From an optimization exercise on the open Yosys and OpenROAD flow, aimed at small area; shortcuts taken in it are not production practice.
The RTL was checked by simulation tests, not by an equivalence proof against the original design.
Power and IR drop assume default switching activity.

Design mem_moc_responder, start of the top module:
module mem_moc_responder #(
    parameter int unsigned LATENCY = 2,
    parameter int unsigned DEPTH   = 64
) (
    input  logic        Clk,
    input  logic        Reset_n,
    input  logic        MFA,
    input  logic        RW,
    input  logic [1:0]  DataType,
    input  logic        SignExt,
    input  logic [5:0]  Address,
    input  logic [31:0] DataIn,
    output logic [31:0] DataOut,
    output logic        MOC,
    output logic        Err
);
export LEC_CHECK = 0
export ABC_AREA = 1
export CAP_MARGIN = 20
export CORE_MARGIN = 2
export CORE_UTILIZATION = 65
export GPL_TIMING_DRIVEN = 0
export PLACE_DENSITY = 0.75
export SLEW_MARGIN = 20
create_clock -name core_clock -period 10.0 [get_ports {Clk}]
standard.sh (not shown) runs the stock make flow with config.mk's settings and CLKGATE_MAP_FILE= SYNTH_SCRIPT=/design/flow/synth_recipe.tcl, a recipe that flattens the netlist after the stock synthesis.
==> flow/flow/run.sh <==
#!/bin/bash
# Own layout flow: the standard synthesis, then an area-oriented re-mapping of
# the combinational logic only (every register keeps its name and cell type),
# then the standard floorplan-to-finish steps with small port buffers and a
# lighter clock tree. Each tool writes its full output to a log_*.log here.
set -euo pipefail
HERE=$(pwd)
FLOWDIR=$HERE/flow
RES=$HERE/orfs/results/$FLOW_PLATFORM/mem_moc_responder/base
LIB=$FLOW_HOME/platforms/sky130hd/lib/sky130_fd_sc_hd__tt_025C_1v80.lib

# 1. Standard synthesis.
bash standard.sh synth > $HERE/log_1_synth.log 2>&1
cp $RES/1_2_yosys.v $HERE/1_2_yosys.std.v

# 2. Re-map the combinational cells with ABC's area mapper, trying a few
#    scripts and keeping the smallest result. Registers are blackboxed so they
#    pass through untouched.
SCRIPTS=(
  "strash;dch -f;amap -F 5 -A 5"
  "strash;dc2;dch -f;amap -F 5 -A 5"
  "strash;&get -n;&deepsyn -T 150;&put;dch -f;amap -F 5 -A 5"
  "strash;dc2;&get -n;&deepsyn -T 150;&put;dc2;dch -f;amap -F 5 -A 5"
)
remap() {
  local i=$1 scr=$2
  echo "$scr" | tr ';' '\n' > $HERE/remap_$i.abc
  cat > $HERE/remap_$i.ys <<EOT
read_liberty -ignore_miss_func $LIB
blackbox $(cat $FLOWDIR/seq_cells.txt)
read_verilog $HERE/1_2_yosys.std.v
hierarchy -top $FLOW_TOP
flatten
rename -hide w:*.*
opt -purge
abc -liberty $LIB -dont_use *probe* -dont_use *lpflow* -dont_use *__conb* -script $HERE/remap_$i.abc
opt_clean -purge
hilomap -singleton -hicell sky130_fd_sc_hd__conb_1 HI -locell sky130_fd_sc_hd__conb_1 LO
splitnets
insbuf -buf sky130_fd_sc_hd__buf_4 A X
opt_clean -purge
stat -liberty $LIB
write_verilog -noattr -noexpr -nohex -nodec $HERE/remap_$i.v
EOT
  yosys -l $HERE/log_2_remap_$i.log $HERE/remap_$i.ys > /dev/null 2>&1 || true
}
for i in "${!SCRIPTS[@]}"; do remap $i "${SCRIPTS[$i]}" & done
wait
best=""; besta=""
for i in "${!SCRIPTS[@]}"; do
  a=$(grep -h "Chip area for module" $HERE/log_2_remap_$i.log 2>/dev/null | tail -1 | awk '{print $NF}')
  [[ -n "$a" && -s $HERE/remap_$i.v ]] || continue
  if [[ -z "$besta" ]] || awk "BEGIN{exit !($a < $besta)}"; then best=$i; besta=$a; fi
done
echo "remap: picked script $best, area $besta" > $HERE/log_2_remap_pick.log
cp $HERE/remap_$best.v $RES/1_2_yosys.v
rm -f $RES/1_synth.odb $RES/1_synth.sdc
bash standard.sh synth > $HERE/log_3_synth_odb.log 2>&1

# 3. Standard layout steps with smaller port buffers and clock tree settings.
bash standard.sh \
  "BUFFER_PORTS_ARGS=-buffer_cell sky130_fd_sc_hd__buf_1" \
  "CTS_ARGS=-sink_clustering_enable -repair_clock_nets -buf_list sky130_fd_sc_hd__clkbuf_4 -sink_clustering_size 10 -sink_clustering_max_diameter 50 -dont_use_dummy_load" \
  finish > $HERE/log_4_layout.log 2>&1
Other scripts of this flow, unchanged in this note and not shown: flow/flow/seq_cells.txt
Change:
--- a/flow/flow/run.sh
+++ b/flow/flow/run.sh
@@ -19,6 +19,6 @@
 SCRIPTS=(
-  "strash;dch -f;amap -F 5 -A 5"
+  "strash;dc2;&get -n;&deepsyn -T 150;&put;dc2;dch -f;amap -F 5 -A 5"
+  "strash;&get -n;&deepsyn -T 150;&put;dch -f;amap -F 5 -A 5"
+  "strash;dc2;&get -n;&deepsyn -T 150 -S 11;&put;dc2;dch -f;amap -F 5 -A 5"
   "strash;dc2;dch -f;amap -F 5 -A 5"
-  "strash;&get -n;&deepsyn -T 150;&put;dch -f;amap -F 5 -A 5"
-  "strash;dc2;&get -n;&deepsyn -T 150;&put;dc2;dch -f;amap -F 5 -A 5"
 )
@@ -62,3 +62,3 @@
   "BUFFER_PORTS_ARGS=-buffer_cell sky130_fd_sc_hd__buf_1" \
-  "CTS_ARGS=-sink_clustering_enable -repair_clock_nets -buf_list sky130_fd_sc_hd__clkbuf_4 -sink_clustering_size 10 -sink_clustering_max_diameter 50 -dont_use_dummy_load" \
+  "CTS_ARGS=-sink_clustering_enable -repair_clock_nets -buf_list sky130_fd_sc_hd__clkbuf_4 -sink_clustering_size 9 -sink_clustering_max_diameter 45 -dont_use_dummy_load" \
   finish > $HERE/log_4_layout.log 2>&1
CAP_MARGIN = 10   (was 20)
CORE_UTILIZATION = 75   (was 65)
PLACE_DENSITY = 0.85   (was 0.75)
SLEW_MARGIN = 10   (was 20)
The changed run produced a clean layout.
Sequential share of layout area is about the same.
Worst setup slack improves by 0.12 ns.
Fmax is higher by 1.8%.
Synthesized area is unchanged.
Design area barely changes.
Sequential power barely changes.

[separate check: timing with driven ports]
The flow's constraints put no driver on any port. The routed layouts listed below were extracted and timed again, unchanged, in two steps.
Step 1: set_driving_cell puts a clkbuf_16 on Clk and a buf_2 on each other input, an assumption about the parent block.
Step 2 adds t to the input delays and takes it off the output delays; t is the mean of the earliest and latest rising clock arrival at the registers after step 1. Input paths then give back, and output paths get back, about the clock's delay inside the block.
Three values: no drivers, after step 1, after step 2; two values: the first two.
run	t, ns	setup slack, ns	worst hold slack (ns)
the first run	0.746	3.113 / 3.113 / 3.113	0.290 / 0.290 / 0.290
the second run	0.734	3.231 / 3.231 / 3.231	0.304 / 0.304 / 0.304
After both steps every run listed still meets setup and hold.
